From an optimization exercise on the open Yosys and OpenROAD flow, aimed at small area, a short achievable clock period and few clock cycles; shortcuts taken in it are not production practice. Where RTL was checked, it was by simulation tests only, not by an equivalence proof against the original. Power and IR drop assume default switching activity.

run B:
// matrix_saddle_point_count
module matrix_saddle_point_count #(
  parameter int MAX_ROWS = 16,
  parameter int MAX_COLS = 16
) (
  input  logic                              clk_i,
  input  logic                              rst_ni,
  input  logic                              elem_valid_i,
  output logic                              elem_ready_o,
  input  logic signed [msp_pkg::DATA_W-1:0] elem_value_i,
  output logic                              count_valid_o,
  input  logic                              count_ready_i,
  output logic [msp_pkg::COUNT_W-1:0]       count_o,
  input  logic                              cfg_we_i,
  input  logic [msp_pkg::CFG_IDX_W-1:0]     cfg_idx_i,
  input  logic [msp_pkg::CFG_W-1:0]         cfg_data_i
);
Size in the first run: about 1200 flip-flops, about 55 I/O pins, roughly 33000 um2 of cells after synthesis.
==> flow/config.mk <==
export PLATFORM = sky130hd
export DESIGN_NAME = matrix_saddle_point_count
export DESIGN_NICKNAME = matrix_saddle_point_count
export VERILOG_FILES = /design/flow/design.v
export SDC_FILE = /design/flow/constraint.sdc
export NUM_CORES = 4
export LEC_CHECK = 0
export ABC_AREA = 1
export CAP_MARGIN = 20
export CORE_MARGIN = 2
export CORE_UTILIZATION = 65
export CTS_BUF_LIST = sky130_fd_sc_hd__clkbuf_4 sky130_fd_sc_hd__clkbuf_8
export CTS_CLUSTER_DIAMETER = 50
export CTS_CLUSTER_SIZE = 16
export PLACE_DENSITY = 0.75
export SLEW_MARGIN = 20
export SYNTH_MEMORY_MAX_BITS = 16384
==> flow/constraint.sdc <==
create_clock -name core_clock -period 8.0 [get_ports {clk_i}]
set_input_delay 1.6000 -clock core_clock [delete_from_list [all_inputs] [get_ports {clk_i}]]
set_output_delay 1.6000 -clock core_clock [all_outputs]
set_load 0.01 [all_outputs]
standard.sh (not shown) runs the stock make flow with config.mk's settings and CLKGATE_MAP_FILE= SYNTH_SCRIPT=/design/flow/synth_recipe.tcl, a recipe that flattens the netlist after the stock synthesis.
==> flow/flow/run.sh <==
#!/bin/bash
# Standard layout (bash standard.sh), with two settings passed to ORFS's make:
#  - SETUP_SLACK_MARGIN: timing repair aims for this much setup slack at the design's
#    clock period, i.e. for a shorter period than the design's;
#  - BUFFER_PORTS_ARGS: every input and output port still gets its buffer, as a buf_1
#    (the repair steps may resize it) instead of the default delay-cell buffer.
set -euo pipefail
bash standard.sh SETUP_SLACK_MARGIN=5.3 "BUFFER_PORTS_ARGS=-buffer_cell sky130_fd_sc_hd__buf_1" finish > standard_flow.log 2>&1
[run B] flow finished | final checks: failed | reasons: capacitance limit, slew limit
Testbench counts of run B, summed over its fixed seeds: cycles 13,850.
Setup changes, run B to run C
--- a/flow/design.v
+++ b/flow/design.v
@@ -125,30 +125,30 @@
   data_t m7_min, m7_max, m4_min, m4_max, m2_min, m2_max, m1_min, m1_max;
   logic  use7_q, use4_q, use2_q, use1_q;
   logic  use7, use4, use2, use1;
   logic [3:0] seg_len;    
   logic [2:0] seg_rem;
   assign seg_len = ring_m1_d - 4'd1;
   assign use7    = (seg_len >= 4'd7);
   assign seg_rem = use7 ? seg_len[2:0] + 3'd1 : seg_len[2:0];
   assign use4    = seg_rem[2];
   assign use2    = seg_rem[1];
   assign use1    = seg_rem[0];
-  assign m7_min = ~(use7_q ? s7_min_q[6] : t_min_q);
-  assign m7_max = ~(use7_q ? s7_max_q[6] : t_max_q);
-  assign m4_min = ~(use4_q ? s4_min_q[3] : m7_min);
-  assign m4_max = ~(use4_q ? s4_max_q[3] : m7_max);
-  assign m2_min = ~(use2_q ? s2_min_q[1] : m4_min);
-  assign m2_max = ~(use2_q ? s2_max_q[1] : m4_max);
-  assign m1_min = ~(use1_q ? s1_min_q : m2_min);
-  assign m1_max = ~(use1_q ? s1_max_q : m2_max);
+  assign m7_min = use7_q ? s7_min_q[6] : t_min_q;
+  assign m7_max = use7_q ? s7_max_q[6] : t_max_q;
+  assign m4_min = use4_q ? s4_min_q[3] : m7_min;
+  assign m4_max = use4_q ? s4_max_q[3] : m7_max;
+  assign m2_min = use2_q ? s2_min_q[1] : m4_min;
+  assign m2_max = use2_q ? s2_max_q[1] : m4_max;
+  assign m1_min = use1_q ? s1_min_q : m2_min;
+  assign m1_max = use1_q ? s1_max_q : m2_max;
   logic       lt_min, eq_min, gt_max, eq_max;
   logic       gt_rmax, eq_rmax, lt_rmin, eq_rmin;
   logic       take_min, take_max;
   data_t      rmax_q, rmin_q;
   logic [3:0] rmax_idx_q, rmin_idx_q;
   logic       rmax_ok_q, rmin_ok_q;       
   logic [3:0] c1_idx_q, c2_idx_q;
   logic       c1_ok_q, c2_ok_q;
   logic       x_c0, x_lastcol;
   logic       up_rmax, up_rmin;
   logic       rmax_ok_d, rmin_ok_d;
@@ -215,23 +215,22 @@
       rmax_idx_q <= rmax_idx_d;
       rmin_idx_q <= rmin_idx_d;
       rmax_ok_q  <= rmax_ok_d;
       rmin_ok_q  <= rmin_ok_d;
       c1_ok_q    <= c1_ok_d;
       c2_ok_q    <= c2_ok_d;
       if (x_lastcol) begin
         if (rmax_ok_d) c1_idx_q <= rmax_idx_d;
         if (rmin_ok_d) c2_idx_q <= rmin_idx_d;
       end
     end
-    if (done) count_q <= {c1_ok_d & c2_ok_d, c1_ok_d ^ c2_ok_d};
   end
   logic [3:0] rows_m1_d, cols_m1_d;
   logic       ld_first_d, ld_lastcol_d, ld_lastrow_d;
   logic [3:0] ld_col_d, ld_row_d, ring_col_d;
   logic       count_valid_d, ready_d;
   logic       done;
   assign done = x_v_q & x_last_q;
   logic       cv_next;
   logic       ready_cfg, ready_acc, ready_hold;
   logic [3:0] ring_col_p2, ld_col_p1;
   logic       cfg_last, acc_last, acc_match;
@@ -298,36 +297,38 @@
       ld_first_q    <= 1'b1;
       ld_col_q      <= 4'd0;
       ld_row_q      <= 4'd0;
       ld_lastcol_q  <= 1'b0;
       ld_lastrow_q  <= 1'b0;
       ring_col_q    <= 4'd0;
       ready_q       <= 1'b0;
       x_v_q         <= 1'b0;
       x_row0_q      <= 1'b0;
       x_last_q      <= 1'b0;
       count_valid_q <= 1'b0;
+      count_q       <= 2'd0;
     end else begin
       rows_m1       <= rows_m1_d;
       cols_m1       <= cols_m1_d;
       ring_m1_q     <= ring_m1_d;
       use7_q        <= use7;
       use4_q        <= use4;
       use2_q        <= use2;
       use1_q        <= use1;
       ld_first_q    <= ld_first_d;
       ld_col_q      <= ld_col_d;
       ld_row_q      <= ld_row_d;
       ld_lastcol_q  <= ld_lastcol_d;
       ld_lastrow_q  <= ld_lastrow_d;
       ring_col_q    <= ring_col_d;
       ready_q       <= ready_d;
       x_v_q         <= acc;
       x_row0_q      <= (ld_row_q == 4'd0);
       x_last_q      <= ld_lastcol_q & ld_lastrow_q;
       count_valid_q <= count_valid_d;
+      if (done) count_q <= {c1_ok_d & c2_ok_d, c1_ok_d ^ c2_ok_d};
     end
   end
   assign elem_ready_o  = ready_q;
   assign count_valid_o = count_valid_q;
   assign count_o       = {{(msp_pkg::COUNT_W-2){1'b0}}, count_q};
 endmodule
==> comparison <==
Run C has completed all stages; timing, DRC and antenna checks passed.
| clock network latency to the later pin of the worst-skew pair | run B vs run C | ≈ equal |
Higher share of power burned in registers was reported by run B, not run C.
Measured against each other, run C and run B differ in clock skew, the higher figure coming from run B.
Run B -> run C: number of buffer cells added on primary ports delta 0, exact match
Post-synthesis cell area: run C > run B
Higher layout net count among run C and run B: run C
Taking run B as the reference, in run C combinational share of power now larger, overall power consumption grew by 2.3%, global-route usage climbed 1.4 points.
In terms of register area, run C and run B differ only marginally.
Compare run C and run B | HPWL reported at the end of detailed placement lower: run B
Taking run B over run C, the power spent charging and discharging nets ratio works out to 0.929.
The RTL of run C was laid out without a check of its function.


== pepper ==
matrix_saddle_point_count, a different RTL version from the one above (not shown whole).
Size: roughly 2900 cells after synthesis, about 1200 flip-flops, roughly 55 I/O pins.
==> flow/config.mk <==
export PLATFORM = sky130hd
export DESIGN_NAME = matrix_saddle_point_count
export DESIGN_NICKNAME = matrix_saddle_point_count
export VERILOG_FILES = /design/flow/design.v
export SDC_FILE = /design/flow/constraint.sdc
export NUM_CORES = 4
export LEC_CHECK = 0
export ABC_AREA = 1
export CAP_MARGIN = 20
export CORE_MARGIN = 2
export CORE_UTILIZATION = 65
export CTS_BUF_LIST = sky130_fd_sc_hd__clkbuf_4 sky130_fd_sc_hd__clkbuf_8
export PLACE_DENSITY = 0.75
export SETUP_SLACK_MARGIN = 5.0
export SLEW_MARGIN = 20
export SYNTH_MEMORY_MAX_BITS = 16384
==> flow/constraint.sdc <==
create_clock -name core_clock -period 8.0 [get_ports {clk_i}]
set_input_delay 1.6000 -clock core_clock [delete_from_list [all_inputs] [get_ports {clk_i}]]
set_output_delay 1.6000 -clock core_clock [all_outputs]
set_load 0.01 [all_outputs]
run.sh (not shown) runs the stock make flow with config.mk's settings and CLKGATE_MAP_FILE= SYNTH_SCRIPT=/design/flow/synth_recipe.tcl, a recipe that flattens the netlist after the stock synthesis.
Stock flow here: none of the scripts above is used.
Input-level comparison between zinc and pepper:
--- a/flow/design.v
+++ b/flow/design.v
@@ -31,48 +31,45 @@
   } msp_status_t;
 endpackage
 module msp_cmp (
   input  logic [31:0] a_i,
   input  logic [31:0] b_i,
   output logic        gt_o,    
   output logic        eq_o     
 );
   logic [31:0] a, b;
-  logic [31:0] g0, l0;
-  logic [15:0] g1, l1;
-  logic [7:0]  g2, l2;
-  logic [3:0]  g3, l3;
-  logic [1:0]  g4, l4;
-  logic        g5, l5;
+  logic [31:0] g0, e0;
+  logic [15:0] g1, e1;
+  logic [7:0]  g2, e2;
+  logic [3:0]  g3, e3;
+  logic [1:0]  g4, e4;
   assign a = {~a_i[31], a_i[30:0]};
   assign b = {~b_i[31], b_i[30:0]};
   assign g0 = a & ~b;
-  assign l0 = ~a & b;
+  assign e0 = ~(a ^ b);
   for (genvar i = 0; i < 16; i++) begin : g_l1
-    assign g1[i] = g0[2*i+1] | (~l0[2*i+1] & g0[2*i]);
-    assign l1[i] = l0[2*i+1] | (~g0[2*i+1] & l0[2*i]);
+    assign g1[i] = g0[2*i+1] | (e0[2*i+1] & g0[2*i]);
+    assign e1[i] = e0[2*i+1] & e0[2*i];
   end
   for (genvar i = 0; i < 8; i++) begin : g_l2
-    assign g2[i] = g1[2*i+1] | (~l1[2*i+1] & g1[2*i]);
-    assign l2[i] = l1[2*i+1] | (~g1[2*i+1] & l1[2*i]);
+    assign g2[i] = g1[2*i+1] | (e1[2*i+1] & g1[2*i]);
+    assign e2[i] = e1[2*i+1] & e1[2*i];
   end
   for (genvar i = 0; i < 4; i++) begin : g_l3
-    assign g3[i] = g2[2*i+1] | (~l2[2*i+1] & g2[2*i]);
-    assign l3[i] = l2[2*i+1] | (~g2[2*i+1] & l2[2*i]);
+    assign g3[i] = g2[2*i+1] | (e2[2*i+1] & g2[2*i]);
+    assign e3[i] = e2[2*i+1] & e2[2*i];
   end
   for (genvar i = 0; i < 2; i++) begin : g_l4
-    assign g4[i] = g3[2*i+1] | (~l3[2*i+1] & g3[2*i]);
-    assign l4[i] = l3[2*i+1] | (~g3[2*i+1] & l3[2*i]);
+    assign g4[i] = g3[2*i+1] | (e3[2*i+1] & g3[2*i]);
+    assign e4[i] = e3[2*i+1] & e3[2*i];
   end
-  assign g5 = g4[1] | (~l4[1] & g4[0]);
-  assign l5 = l4[1] | (~g4[1] & l4[0]);
-  assign gt_o = g5;
-  assign eq_o = ~g5 & ~l5;
+  assign gt_o = g4[1] | (e4[1] & g4[0]);
+  assign eq_o = e4[1] & e4[0];
 endmodule
 module matrix_saddle_point_count #(
   parameter int MAX_ROWS = 16,
   parameter int MAX_COLS = 16
 ) (
   input  logic                              clk_i,
   input  logic                              rst_ni,
   input  logic                              elem_valid_i,
   output logic                              elem_ready_o,
@@ -224,36 +221,18 @@
       end
     end
   end
   logic [3:0] rows_m1_d, cols_m1_d;
   logic       ld_first_d, ld_lastcol_d, ld_lastrow_d;
   logic [3:0] ld_col_d, ld_row_d, ring_col_d;
   logic       count_valid_d, ready_d;
   logic       done;
   assign done = x_v_q & x_last_q;
-  logic       cv_next;
-  logic       ready_cfg, ready_acc, ready_hold;
-  logic [3:0] ring_col_p2, ld_col_p1;
-  logic       cfg_last, acc_last, acc_match;
-  assign cv_next     = done | (count_valid_q & ~count_ready_i);
-  assign ring_col_p2 = inc_ring(inc_ring(ring_col_q, ring_m1_q), ring_m1_q);
-  assign ld_col_p1   = ld_lastcol_q ? 4'd0 : ld_col_q + 4'd1;
-  assign cfg_last    = (cfg_data_i[4:1] == 4'd0)
-                       & (cfg_idx_i ? (rows_m1 == 4'd0) : (cols_m1 == 4'd0));
-  assign ready_cfg   = ~(cfg_last & cv_next);
-  assign acc_last    = ld_lastcol_q ? ((cols_m1 == 4'd0) & (ld_lastrow_q ? (rows_m1 == 4'd0)
-                                                                           : (ld_row_q + 4'd1 == rows_m1)))
-                                    : ((ld_col_q + 4'd1 == cols_m1) & ld_lastrow_q);
-  assign acc_match   = ld_first_q ? (ld_col_p1 == 4'd1) : (ring_col_p2 == ld_col_p1);
-  assign ready_acc   = ((ld_lastcol_q & ld_lastrow_q) | acc_match)
-                       & ~(acc_last & (cv_next | (ld_lastcol_q & ld_lastrow_q)));
-  assign ready_hold  = (ld_first_q | (ring_col_p2 == ld_col_q))
-                       & ~(ld_lastcol_q & ld_lastrow_q & cv_next);
   always_comb begin
     rows_m1_d    = rows_m1;
     cols_m1_d    = cols_m1;
     ld_first_d   = ld_first_q;
     ld_col_d     = ld_col_q;
     ld_row_d     = ld_row_q;
     ld_lastcol_d = ld_lastcol_q;
     ld_lastrow_d = ld_lastrow_q;
     ring_col_d   = (acc & ld_first_q) ? 4'd0 : inc_ring(ring_col_q, ring_m1_q);
@@ -277,19 +256,20 @@
           ld_row_d     = ld_row_q + 4'd1;
           ld_lastrow_d = (ld_row_q + 4'd1 == rows_m1);
         end
       end else begin
         ld_col_d     = ld_col_q + 4'd1;
         ld_lastcol_d = (ld_col_q + 4'd1 == cols_m1);
       end
     end
     count_valid_d = done | (count_valid_q & ~count_ready_i);
-    ready_d = cfg_we_i ? ready_cfg : (acc ? ready_acc : ready_hold);
+    ready_d = (ld_first_d | (inc_ring(ring_col_d, ring_m1_q) == ld_col_d))
+              & ~(ld_lastcol_d & ld_lastrow_d & (count_valid_d | (acc & ld_lastcol_q & ld_lastrow_q)));
   end
   always_ff @(posedge clk_i or negedge rst_ni) begin
     if (!rst_ni) begin
       rows_m1       <= 4'd3;
       cols_m1       <= 4'd3;
       ring_m1_q     <= 4'd3;
       use7_q        <= 1'b0;
       use4_q        <= 1'b0;
       use2_q        <= 1'b1;
Notes after the runs:
Looking at global-route usage over all layers, zinc sits 0.29 points above pepper. zinc: number of standard cells after synthesis is 6.6% lower than what pepper reported. Sequential cell count: pepper vs zinc identical. Time the final worst path needs with I/O delays and setup came out higher on zinc than on pepper. zinc packs its core more tightly than pepper.
Function was not checked in any run of this note: the RTL went through the layout flow alone.

[afterwards: timing with drivers on the ports]
No port has a modelled driver above. Below, the same layouts with a new extraction and two added sets of constraints. Step 1 (the two cells are an assumption about what drives the block):
set clk [get_ports {clk_i}]
set_driving_cell -lib_cell sky130_fd_sc_hd__clkbuf_16 $clk
set_driving_cell -lib_cell sky130_fd_sc_hd__buf_2 [delete_from_list [all_inputs] $clk]
Step 2 moves the port delays by t, midway between the first and last clock arrival at a register: inputs arrive t later, outputs are due t later. That takes back most of the time a late clock gives input paths. a / b / c = no drivers / after step 1 / after step 2; a / b = the first two.
run | shift t [ns] | setup WS [ns] | worst setup path after step 2 | worst register clock-pin slew, ns | pins driven straight from the clock port
run B | 0.739 | 5.101 / 5.048 / 4.988 | input to register | 0.11 / 0.11 | 1
run C | 0.754 | 5.101 / 5.043 / 5.031 | input to register | 0.11 / 0.11 | 1
pepper | 0.848 | 4.968 / 4.913 / 4.580 | input to register | 0.07 / 0.07 | 1
zinc | 0.849 | 4.942 / 4.887 / 4.347 | input to register | 0.07 / 0.07 | 1
The setup slack of zinc, which loses most, moves by -0.055 ns with the drivers and by -0.595 ns with both steps.
